Source: an optimization exercise on an open RTL-to-GDS flow (aim: a short achievable clock period and few clock cycles per item). Production flows keep margins and buffers that such runs may drop.
Only simulation tests tie the RTL to the original design; equivalence was not proved.
No activity file was given, so power comes from the tool's default toggle rates.

==> flow/design.v <==
package cpu_pkg;
  typedef logic [16-1:0]      word_t;        
  typedef logic [4-1:0]  reg_addr_t;    
  typedef logic [8-1:0] dmem_addr_t;   
  typedef logic [7-1:0] imem_addr_t;   
  typedef enum logic [3:0] {
    OP_NOOP  = 4'd0,
    OP_STORE = 4'd1,   
    OP_LOAD  = 4'd2,   
    OP_ADD   = 4'd3,
    OP_SUB   = 4'd4,
    OP_HALT  = 4'd5
  } opcode_t;
  typedef enum logic [3:0] {
    S_INIT   = 4'd0,
    S_FETCH  = 4'd1,
    S_DECODE = 4'd2,
    S_NOOP   = 4'd3,
    S_LOAD_A = 4'd4,   
    S_LOAD_B = 4'd5,   
    S_STORE  = 4'd6,
    S_ADD    = 4'd7,
    S_SUB    = 4'd8,
    S_HALT   = 4'd9
  } ctrl_state_t;
  typedef struct packed {
    logic       pc_clr;
    logic       pc_up;
    logic       ir_ld;
    dmem_addr_t d_addr;
    logic       d_wr;
    logic       rf_s;      
    reg_addr_t  w_addr;
    logic       w_wr;
    reg_addr_t  ra_addr;
    reg_addr_t  rb_addr;
    logic       alu_sub;   
  } ctrl_t;
endpackage
module controller
(
  input  logic  clk,
  input  logic  rst,
  input  logic  run,
  input  cpu_pkg::word_t ir,
  output cpu_pkg::ctrl_t ctrl,
  output logic  halted
);
  cpu_pkg::ctrl_state_t state;
  cpu_pkg::ctrl_state_t state_nxt;
  cpu_pkg::opcode_t     opcode;
  assign opcode = cpu_pkg::opcode_t'(ir[15:12]);
  assign halted = (state == cpu_pkg::S_HALT);
  always_ff @(posedge clk)
  begin
    if (rst)
    begin
      state <= cpu_pkg::S_INIT;
    end
    else
    begin
      state <= state_nxt;
    end
  end
  always_comb
  begin
    state_nxt = state;
    case (state)
      cpu_pkg::S_INIT:   state_nxt = run ? cpu_pkg::S_FETCH : cpu_pkg::S_INIT;
      cpu_pkg::S_FETCH:  state_nxt = cpu_pkg::S_DECODE;
      cpu_pkg::S_DECODE:
      begin
        case (opcode)
          cpu_pkg::OP_STORE: state_nxt = cpu_pkg::S_STORE;
          cpu_pkg::OP_LOAD:  state_nxt = cpu_pkg::S_LOAD_A;
          cpu_pkg::OP_ADD:   state_nxt = cpu_pkg::S_ADD;
          cpu_pkg::OP_SUB:   state_nxt = cpu_pkg::S_SUB;
          cpu_pkg::OP_HALT:  state_nxt = cpu_pkg::S_HALT;
          default:  state_nxt = cpu_pkg::S_NOOP;   
        endcase
      end
      cpu_pkg::S_LOAD_A: state_nxt = cpu_pkg::S_LOAD_B;
      cpu_pkg::S_NOOP,
      cpu_pkg::S_LOAD_B,
      cpu_pkg::S_STORE,
      cpu_pkg::S_ADD,
      cpu_pkg::S_SUB:    state_nxt = cpu_pkg::S_FETCH;
      cpu_pkg::S_HALT:   state_nxt = cpu_pkg::S_HALT;     
      default:  state_nxt = cpu_pkg::S_INIT;
    endcase
    if (!run)
    begin
      state_nxt = cpu_pkg::S_INIT;
    end
  end
  always_comb
  begin
    ctrl = '0;
    if (state != cpu_pkg::S_INIT && state != cpu_pkg::S_FETCH && state != cpu_pkg::S_HALT)
    begin
      ctrl.d_addr  = ir[11:4];
      ctrl.w_addr  = ir[3:0];
      ctrl.rb_addr = ir[7:4];
      ctrl.ra_addr = (opcode == cpu_pkg::OP_STORE) ? ir[3:0] : ir[11:8];   
    end
    case (state)
      cpu_pkg::S_INIT:   ctrl.pc_clr = 1'b1;
      cpu_pkg::S_FETCH:
      begin
        ctrl.ir_ld = 1'b1;
        ctrl.pc_up = 1'b1;
      end
      cpu_pkg::S_STORE:  ctrl.d_wr = 1'b1;
      cpu_pkg::S_LOAD_B:
      begin
        ctrl.rf_s = 1'b1;   
        ctrl.w_wr = 1'b1;
      end
      cpu_pkg::S_ADD:    ctrl.w_wr = 1'b1;
      cpu_pkg::S_SUB:
      begin
        ctrl.alu_sub = 1'b1;
        ctrl.w_wr    = 1'b1;
      end
      default:  ctrl.w_wr = 1'b0;   
    endcase
  end
endmodule
module instruction_fetch
(
  input  logic       clk,
  input  logic       rst,
  input  cpu_pkg::ctrl_t      ctrl,
  input  logic       run,
  input  logic       host_we,
  input  cpu_pkg::imem_addr_t host_addr,
  input  cpu_pkg::word_t      host_wdata,
  output cpu_pkg::word_t      ir
);
  cpu_pkg::word_t      imem [(1 << 7)];
  cpu_pkg::imem_addr_t pc;
  always_ff @(posedge clk)
  begin
    if (!run && host_we)
    begin
      imem[host_addr] <= host_wdata;
    end
  end
  always_ff @(posedge clk)
  begin
    if (rst || ctrl.pc_clr)
    begin
      pc <= '0;
    end
    else if (ctrl.pc_up)
    begin
      pc <= pc + cpu_pkg::imem_addr_t'(1);   
    end
  end
  always_ff @(posedge clk)
  begin
    if (ctrl.ir_ld)
    begin
      ir <= imem[pc];   
    end
  end
endmodule
module datapath
(
  input  logic  clk,
  input  logic  rst,
  input  cpu_pkg::ctrl_t ctrl,
  input  cpu_pkg::word_t mem_rdata,
  output cpu_pkg::word_t store_data
);
  cpu_pkg::word_t rf [(1 << 4)];
  cpu_pkg::word_t ra_data;
  cpu_pkg::word_t rb_data;
  cpu_pkg::word_t alu_y;
  cpu_pkg::word_t wb_data;
  assign ra_data = rf[ctrl.ra_addr];
  assign rb_data = rf[ctrl.rb_addr];
  always_comb
  begin
    if (ctrl.alu_sub)
    begin
      alu_y = ra_data - rb_data;
    end
    else
    begin
      alu_y = ra_data + rb_data;
    end
  end
  assign wb_data = ctrl.rf_s ? mem_rdata : alu_y;   
  always_ff @(posedge clk)
  begin
    if (rst)
    begin
      for (int i = 0; i < (1 << 4); i++)
      begin
        rf[i] <= '0;
      end
    end
    else if (ctrl.w_wr)
    begin
      rf[ctrl.w_addr] <= wb_data;
    end
  end
  assign store_data = ra_data;   
endmodule
module data_memory
(
  input  logic       clk,
  input  logic       run,
  input  cpu_pkg::ctrl_t      ctrl,
  input  cpu_pkg::word_t      wdata,
  output cpu_pkg::word_t      rdata,
  input  logic       host_we,
  input  cpu_pkg::dmem_addr_t host_addr,
  input  cpu_pkg::word_t      host_wdata,
  output cpu_pkg::word_t      host_rdata
);
  cpu_pkg::word_t mem [(1 << 8)];
  always_ff @(posedge clk)
  begin
    if (ctrl.d_wr)
    begin
      mem[ctrl.d_addr] <= wdata;   
    end
    else if (!run && host_we)
    begin
      mem[host_addr] <= host_wdata;   
    end
  end
  always_ff @(posedge clk)
  begin
    rdata      <= mem[ctrl.d_addr];
    host_rdata <= mem[host_addr];
  end
endmodule
module cpu_top
(
  input  logic       clk,
  input  logic       rst,
  input  logic       run,
  input  logic       host_imem_we,
  input  logic       host_dmem_we,
  input  cpu_pkg::dmem_addr_t host_addr,
  input  cpu_pkg::word_t      host_wdata,
  output cpu_pkg::word_t      host_rdata,
  output logic       halted
);
  cpu_pkg::ctrl_t ctrl;
  cpu_pkg::word_t ir;
  cpu_pkg::word_t store_data;
  cpu_pkg::word_t mem_rdata;
  controller u_controller (
    .clk    (clk),
    .rst    (rst),
    .run    (run),
    .ir     (ir),
    .ctrl   (ctrl),
    .halted (halted)
  );
  instruction_fetch u_fetch (
    .clk        (clk),
    .rst        (rst),
    .ctrl       (ctrl),
    .run        (run),
    .host_we    (host_imem_we),
    .host_addr  (host_addr[7-1:0]),   
    .host_wdata (host_wdata),
    .ir         (ir)
  );
  datapath u_datapath (
    .clk        (clk),
    .rst        (rst),
    .ctrl       (ctrl),
    .mem_rdata  (mem_rdata),
    .store_data (store_data)
  );
  data_memory u_dmem (
    .clk        (clk),
    .run        (run),
    .ctrl       (ctrl),
    .wdata      (store_data),
    .rdata      (mem_rdata),
    .host_we    (host_dmem_we),
    .host_addr  (host_addr),
    .host_wdata (host_wdata),
    .host_rdata (host_rdata)
  );
endmodule
==> flow/run.sh <==
#!/bin/bash
# synth_recipe.tcl (not shown) runs the flow's synth.tcl, then flattens the netlist and writes it again
# the make line also repeats each setting of config.mk as NAME=value (left out here)
make -C /OpenROAD-flow-scripts/flow DESIGN_CONFIG=/design/flow/config.mk WORK_HOME=/design/flow/orfs CLKGATE_MAP_FILE= SYNTH_SCRIPT=/design/flow/synth_recipe.tcl finish
==> flow/config.mk <==
export PLATFORM = sky130hd
export DESIGN_NAME = cpu_top
export DESIGN_NICKNAME = cpu_top
export VERILOG_FILES = /design/flow/design.v
export SDC_FILE = /design/flow/constraint.sdc
export NUM_CORES = 4
export LEC_CHECK = 0
export CAP_MARGIN = 20
export CELL_PAD_IN_SITES_DETAIL_PLACEMENT = 1
export CELL_PAD_IN_SITES_GLOBAL_PLACEMENT = 2
export CORE_MARGIN = 2
export CORE_UTILIZATION = 25
export PLACE_DENSITY = 0.4
export SLEW_MARGIN = 20
export SYNTH_MEMORY_MAX_BITS = 8192
==> flow/constraint.sdc <==
create_clock -name core_clock -period 8.0 [get_ports {clk}]
set_input_delay 1.6000 -clock core_clock [delete_from_list [all_inputs] [get_ports {clk}]]
set_output_delay 1.6000 -clock core_clock [all_outputs]
set_load 0.01 [all_outputs]
==> flow_summary.ini, run 1 <==
[worst_setup_path]
crit_path_end_kind = flip-flop
worstPathRequired_ns = 8.87
critical_path.max_fanout = 16
critical_path_class = flip-flop to flip-flop
worst_ep_arrival_time_ns = 8.48
cp_num_buf_inv = 3
crit_top_cell = o21ai_0
cpPeakStageDelay_ns = 0.80
crit_chain = or2_1 > nor2_4 > nor2_4 > buf_4 > mux2_2 > a222oi_1 > nand2_1 > o211ai_1 > o21ai_0 > buf_4 > ha_1 > o21ai_0 > a21oi_1 > o41ai_1 > o21ai_0 > o21ai_0 > a21oi_1 > a211oi_1 > xnor2_1 > mux2i_2 > buf_4 > nor2_1
critical_path_depth = 22
ff2ff_path_depth = 22
cpMaxStageDelayCell = o41ai_1
cp_top_family = compound AO/OA/AOI/OAI gates
cp-start-kind = flip-flop

[power]
p_per_area_nw_per_um2 = 236
peakVddDrop_uv = 175
p_leak_nw = 104

[drt]
wl_met1_um = 703000
met2WireLength_um = 743000
ant_nets = 0
drt_first_pass_iters = 6
wirelength_um = 1560000
drt-initial-drc-count = 20500
dr_wl_met3_um = 68100
highest_layer = met5
post_drt_wl_per_cell_um = 42.4
num_vias = 203000
drc = 0
routed_via_density = 5.51

[sta]
slew-limit-headroom = 0.0913
max_freq_ghz = 0.131
drv_slew = 0
fin_crit_ns = 7.62
rsz0062_at_grt = false
setup_viol_count_final = 0
worst_slew_pin_slew_ns = 1.36
tns_ns = 0
post-route-period-util = 0.952
finalClockSkew_ns = 0.0871
hold_viol = 0

[floorplanning]
start_util = 0.251
core_um2 = 1140000
fp-row-count = 392
die_w_um = 1070
fp.dieH_um = 1070
dieArea_um2 = 1150000
io_pins = 46

[clock_network]
cts_sinks = 6459
cts_tree = yes
hold_buffers = 0
cts_buffers = 812
root_buffer = clkbuf_16
clk-insertion-delay-late_ns = 1.22
clk_pin_slew_ns = 0.06
clockBufferDepth = 5
post_cts_buffers = 0
h-tree-depth = 6

[logic_synthesis]
synth_common_cells = edfxtp_1, nand2_1, nor2_1
avgSynthCellArea_um2 = 13.8
synth_area_leader_cell = edfxtp_1
ys.flop_type = edfxtp_1
synthCells = 20600
synthTopCellsByArea = edfxtp_1, mux4_2, a22oi_1
synth_nets = 20700
synth_area_um2 = 285000
synth.most_common_cell = edfxtp_1
synth_edf_count = 6416
ys_seq_area_frac = 0.679
asyncSetResetFlopFracSynth = 0
synth_seq_cells = 6459
synth_top_area_frac = 0.676
ys_warn_count = 4
ys_types = 93

[run_status]
status = no timing/DRC/antenna violations

[worst_hold_path]
hold_path_class = flip-flop to flip-flop
holdPathStages = 2

[placement]
globalplace.congestion = 0.820
dpl.hpwl_um = 988000
port_buffers = 45
dp_cells = 35300

[global_route]
grt_pass1_vias = 208000
grt_max_degree = 116
grt_pass1_wl_um = 2060000
globalRouteOverflowTotal = 0
antenna_found_initial = 133
track_usage = 0.263

[cells_and_area]
finalNonFillerCells = 36900
post-route-util = 0.297
area_growth_syn_to_layout_pct = 18.4
nets = 21000
drive_gt1_frac = 0.195

[job]
maxCapViolations = 0
-- cells in the final DEF (no fill, tap or decap), types with 58 or more instances in the layout --
cell type	instances
a211oi_1	536
a21oi_1	456
a221oi_1	371
a22o_1	359
a22oi_1	1380
a311oi_1	327
a31oi_1	425
buf_12	207
buf_4	1180
clkbuf_1	237
clkbuf_16	829
clkinv_1	201
clkinv_2	106
diode_2	84
edfxtp_1	6416
mux2_2	58
mux2i_1	77
mux4_2	696
nand2_1	2207
nand3_1	1230
nand4_1	221
nor2_1	1204
nor2_2	333
nor3_1	60
o2111ai_1	206
o211ai_1	260
o21ai_0	343
o311ai_0	196
or2_2	404
or3_1	216
-- power by group --
part           total [W]  switching (W)  internal [W]
combinational    0.00579        0.00453       0.00126
clock             0.0361         0.0155        0.0205
sequential        0.0378       0.000167        0.0376
total             0.0797         0.0202        0.0594
-- final timing paths --
path	start	to	slack, ns
hold / removal	u_controller.state[2]	u_controller.state[3]	0.63
setup reg to reg	u_controller.state[1]	u_datapath.rf[1][13]	0.38
setup / recovery	u_controller.state[1]	u_datapath.rf[1][13]	0.38
hold reg to reg	u_controller.state[2]	u_controller.state[3]	0.63
-- per-stage QoR --
| stage | hold slack, ns | instance area, um^2 | power, W | setup WS (ns) |
|---|---|---|---|---|
| global placement | 0.646 | 312000 | 0.0444 | -0.687 |
| global route | 0.676 | 337000 | 0.0819 | 0.0793 |
| floorplan | 0.592 | 285000 | 0.0407 | -3.28 |
| finish | 0.632 | 338000 | 0.0797 | 0.385 |
| CTS | 0.630 | 337000 | 0.0807 | 0.410 |
| detailed placement | 0.622 | 312000 | 0.0444 | 0.436 |
-- area by class of cell --
cell class / instances / area [um^2]
clock buffer: 1075 / 21800
clock inverter: 405 / 3400
multi-input combinational: 12300 / 86300
timing repair buffer: 1418 / 13300
tap: 15200 / 19000
sequential: 6459 / 194000
inverter: 18 / 75.1
antenna: 84 / 210
fill: 119000 / 801000
-- tightest hold or removal path: stages, from the launching register on --
cell and delay (ns):
dfxtp_1 0.32, buf_4 0.19, nor3_1 0.07
-- state kept, by name, indices dropped and copies added (netlist names) --
name                count
u_controller.state      4
u_datapath.rf         256
u_dmem.host_rdata      16
u_dmem.mem           4096
u_dmem.rdata           16
u_fetch.imem         2048
u_fetch.ir             16
u_fetch.pc              7
-- repair_timing --
item	CTS	global route
hold endpoints to repair	0	0
endpoints found under the setup margin	0	13
resized for setup	0	1
-- layer usage --
metal | up-vias | track usage
met2 | 6039 | 0.439
li1 | 83600 | -
met3 | 1546 | 0.0303
met1 | 112000 | 0.363
met4 | 16 | 0.0718
met5 | - | 0
-- logic make-up (layout without fill, tap and decap cells) --
family | Yosys count | count (layout) | share of synthesized area
compound gates | 5217 | 5217 | 0.136
xor+xnor | 26 | 26 | 0.000851
fa+ha+maj | 21 | 21 | 0.000948
buf+inv | 1889 | 2916 | 0.0276
flops | 6459 | 6459 | 0.679
mux | 846 | 846 | 0.0605
other cells | 0 | 84 | 0
simple gates | 6147 | 6147 | 0.0958
Testbench counts, summed over its fixed seeds: cycles 20,792, instructions 6,397.
==> inputs of run 2 (changes only) <==
--- a/flow/design.v
+++ b/flow/design.v
@@ -72,18 +72,10 @@
       begin
         case (opcode)
-          cpu_pkg::OP_STORE: state_nxt = cpu_pkg::S_STORE;
-          cpu_pkg::OP_LOAD:  state_nxt = cpu_pkg::S_LOAD_A;
-          cpu_pkg::OP_ADD:   state_nxt = cpu_pkg::S_ADD;
-          cpu_pkg::OP_SUB:   state_nxt = cpu_pkg::S_SUB;
+          cpu_pkg::OP_LOAD:  state_nxt = cpu_pkg::S_LOAD_B;
           cpu_pkg::OP_HALT:  state_nxt = cpu_pkg::S_HALT;
-          default:  state_nxt = cpu_pkg::S_NOOP;   
+          default:  state_nxt = cpu_pkg::S_DECODE;
         endcase
       end
-      cpu_pkg::S_LOAD_A: state_nxt = cpu_pkg::S_LOAD_B;
-      cpu_pkg::S_NOOP,
-      cpu_pkg::S_LOAD_B,
-      cpu_pkg::S_STORE,
-      cpu_pkg::S_ADD,
-      cpu_pkg::S_SUB:    state_nxt = cpu_pkg::S_FETCH;
+      cpu_pkg::S_LOAD_B: state_nxt = cpu_pkg::S_DECODE;
       cpu_pkg::S_HALT:   state_nxt = cpu_pkg::S_HALT;     
       default:  state_nxt = cpu_pkg::S_INIT;
@@ -111,15 +103,28 @@
         ctrl.pc_up = 1'b1;
       end
-      cpu_pkg::S_STORE:  ctrl.d_wr = 1'b1;
+      cpu_pkg::S_DECODE:
+      begin
+        case (opcode)
+          cpu_pkg::OP_STORE: ctrl.d_wr = 1'b1;
+          cpu_pkg::OP_ADD:   ctrl.w_wr = 1'b1;
+          cpu_pkg::OP_SUB:
+          begin
+            ctrl.alu_sub = 1'b1;
+            ctrl.w_wr    = 1'b1;
+          end
+          default:  ctrl.w_wr = 1'b0;
+        endcase
+        if (opcode != cpu_pkg::OP_LOAD && opcode != cpu_pkg::OP_HALT)
+        begin
+          ctrl.ir_ld = 1'b1;
+          ctrl.pc_up = 1'b1;
+        end
+      end
       cpu_pkg::S_LOAD_B:
       begin
-        ctrl.rf_s = 1'b1;   
-        ctrl.w_wr = 1'b1;
-      end
-      cpu_pkg::S_ADD:    ctrl.w_wr = 1'b1;
-      cpu_pkg::S_SUB:
-      begin
-        ctrl.alu_sub = 1'b1;
-        ctrl.w_wr    = 1'b1;
+        ctrl.rf_s  = 1'b1;   
+        ctrl.w_wr  = 1'b1;
+        ctrl.ir_ld = 1'b1;
+        ctrl.pc_up = 1'b1;
       end
       default:  ctrl.w_wr = 1'b0;   
==> run 2 against run 1 <==
Critical path type unchanged. Critical endpoint is now u_dmem.rdata[11]. Largest cell class unchanged. Via count down 9.6%. Clock skew down 0.0033 ns. Cell count down 9.8%. Routed wire length down 9.3%. Highest routed layer unchanged.
==> flow_summary.ini, run 2 <==
[logic_synthesis]
asyncSetResetFlopFracSynth = 0
ys_seq_area_frac = 0.690
synth_area_leader_cell = edfxtp_1
synth_area_um2 = 280000
synthCells = 17100
synth.most_common_cell = edfxtp_1
synth_nets = 17100
synth_common_cells = edfxtp_1, a22oi_1, mux4_2
synth_seq_cells = 6459
avgSynthCellArea_um2 = 16.4
synth_edf_count = 6416
ys_warn_count = 4
synth_top_area_frac = 0.687
ys_types = 87
ys.flop_type = edfxtp_1
synthTopCellsByArea = edfxtp_1, mux4_2, a22oi_1

[drt]
num_vias = 184000
drt_first_pass_iters = 21
wirelength_um = 1420000
ant_nets = 0
post_drt_wl_per_cell_um = 42.6
drt-initial-drc-count = 18900
routed_via_density = 5.52
drc = 0

[worst_hold_path]
hold_path_class = flip-flop to flip-flop
holdPathStages = 3

[placement]
globalplace.congestion = 0.820
dp_cells = 31700
port_buffers = 45
dpl.hpwl_um = 894000
dpl_worst_slack_ns = 0.365

[sta]
tns_ns = 0
slew-limit-headroom = 0.0810
max_freq_ghz = 0.130
drv_slew = 0
finalClockSkew_ns = 0.0839
rsz0062_at_grt = false
fin_crit_ns = 7.70
holdWs_ns = 0.711
worst_slew_pin_slew_ns = 1.37
setup_viol_count_final = 0
setup_slack_ns = 0.300
hold_viol = 0
post-route-period-util = 0.963

[floorplanning]
io_pins = 46
fp.dieH_um = 1060
fp-row-count = 389
die_w_um = 1060
start_util = 0.250
dieArea_um2 = 1130000
core_um2 = 1120000

[clock_network]
cts_resized = 0
cts_sinks = 6459
clockBufferDepth = 5
clk_pin_slew_ns = 0.06
root_buffer = clkbuf_16
cts_tree = yes
clk-insertion-delay-late_ns = 1.29
hold_buffers = 0
cts_buffers = 800
post_cts_buffers = 0
h-tree-depth = 6

[worst_setup_path]
cp_num_buf_inv = 4
cp_top_family = compound AO/OA/AOI/OAI gates
cp-start-kind = flip-flop
cpPeakStageDelay_ns = 0.94
critical_path_class = flip-flop to flip-flop
crit_path_end_kind = flip-flop
worst_ep_arrival_time_ns = 8.75
rrSetupSlack_ns = 0.30
cpMaxStageDelayCell = a211oi_1
critical_path_depth = 13
worstPathRequired_ns = 9.05
crit_chain = nand2b_1 > a21oi_4 > buf_12 > buf_12 > buf_4 > mux4_2 > a211oi_1 > nor3_1 > a211oi_1 > buf_4 > a31oi_2 > a32oi_1 > o211ai_1
ff2ff_path_depth = 13
critical_path.max_fanout = 57

[global_route]
track_usage = 0.243
grt_max_degree = 131
grt_pass1_vias = 188000
globalRouteOverflowTotal = 0
grt_pass1_wl_um = 1880000
antenna_found_initial = 132

[cells_and_area]
largest_reg_flops = 4096
n_fill_cell = 115000
drive_gt1_frac = 0.238
layout_common_cells = edfxtp_1, a22oi_1, mux4_2
area_growth_syn_to_layout_pct = 18.7
final_common_cell = edfxtp_1
largest_registers = u_dmem.mem (4096), u_fetch.imem (2048), u_datapath.rf (256)
nets = 17700
top_register = u_dmem.mem
finalNonFillerCells = 33300

[run_status]
status = no timing/DRC/antenna violations

[power]
p_leak_nw = 96.9
totalPowerFinal_w = 0.0790
p_per_area_nw_per_um2 = 237
peakVddDrop_uv = 171

[job]
maxCapViolations = 0
## run 2: cell types whose count changed after synthesis, sizes merged, moves of 401 or more
cell | previous run | this run
nand3 | 1231 | 65
o21ai | 406 | 849
or3 | 216 | 1033
nand2 | 2277 | 459
nor2 | 1571 | 758
mux4 | 696 | 1378
o211ai | 261 | 724
or2 | 406 | 5
## run 2: routing by layer
layer  part of all wire  track usage
met5           0.000062            0
met4              0.036       0.0791
met3              0.043       0.0264
met2               0.47        0.399
met1               0.45        0.337
## run 2: final timing paths
path,start,end
max,u_controller.state[3],u_dmem.rdata[11]
max reg2reg,u_controller.state[3],u_dmem.rdata[11]
min,u_controller.state[1],u_controller.state[0]
min reg2reg,u_controller.state[1],u_controller.state[0]
## run 2: power by group
part | total (W) | internal [W] | switching (W)
Sequential | 0.0379 | 0.0377 | 0.000194
Clock | 0.0358 | 0.0205 | 0.0153
Combinational | 0.00533 | 0.00123 | 0.00410
Total | 0.0790 | 0.0594 | 0.0196
## run 2: logic make-up (layout without fill, tap and decap cells)
logic type,count (synthesis),after routing,synth area share
other,0,98,0
adder cells (fa/ha/maj),21,21,0.000964
buffers and inverters,1586,2817,0.0226
AO/OA/AOI/OAI,4813,4813,0.121
multiplexers,1465,1465,0.114
AND/OR/NAND/NOR,2721,2721,0.0496
XOR/XNOR,31,31,0.00102
flip-flops,6459,6459,0.690
## run 2: worst register-to-register path, stage by stage (launching register included)
cell and delay, ns:
dfxtp_1 0.53, nand2b_1 0.49, a21oi_4 0.92, buf_12 0.40
buf_12 0.59, buf_4 1.07, mux4_2 0.47, a211oi_1 0.94
nor3_1 0.37, a211oi_1 0.31, buf_4 0.15, a31oi_2 0.12
a32oi_1 0.81, o211ai_1 0.35
## run 2: layout make-up
type / instances / area, um^2 / area share
Sequential cell: 6459 / 194000 / 0.582
Clock buffer: 1025 / 21200 / 0.0636
Multi-Input combinational cell: 9051 / 82800 / 0.249
Tap cell: 14900 / 18600 / 0.0559
Timing Repair Buffer: 1335 / 12300 / 0.0371
Antenna cell: 98 / 245 / 0.000737
Inverter: 17 / 71.3 / 0.000214
Clock inverter: 440 / 3840 / 0.0116
## run 2: per-stage QoR
| step | utilization | cell area [um^2] |
|---|---|---|
| detailed placement | 0.274 | 307000 |
| floorplan | - | 280000 |
| global placement | 0.274 | 307000 |
| global route | 0.297 | 332000 |
| finish | 0.297 | 333000 |
| CTS | 0.297 | 332000 |
Testbench counts of run 2, summed over its fixed seeds: cycles 8,190, instructions 6,397.

-- afterwards: timing with drivers on the ports --
In the flow no input, the clock included, has a driving cell. The finished layouts below were timed again as built, in two steps.
Step 1 assumes that a clkbuf_16 drives the clock port and a buf_2 every other input.
Step 2 also shifts input and output timing later by t, the mid clock arrival at the registers, as if the neighbouring blocks saw the same clock.
Three values: ideal ports, drivers, drivers and shift; two values: the first two.
| run | t (ns) | slack for setup (ns) | worst slew at a driven data input, ns | pins driven straight from the clock port |
|---|---|---|---|---|
| run 1 | 1.333 | 0.385 / 0.385 / 0.385 | 0.20 | 1 |
| run 2 | 1.349 | 0.300 / 0.300 / 0.300 | 0.22 | 1 |
After both steps setup and hold are still met in every run listed.
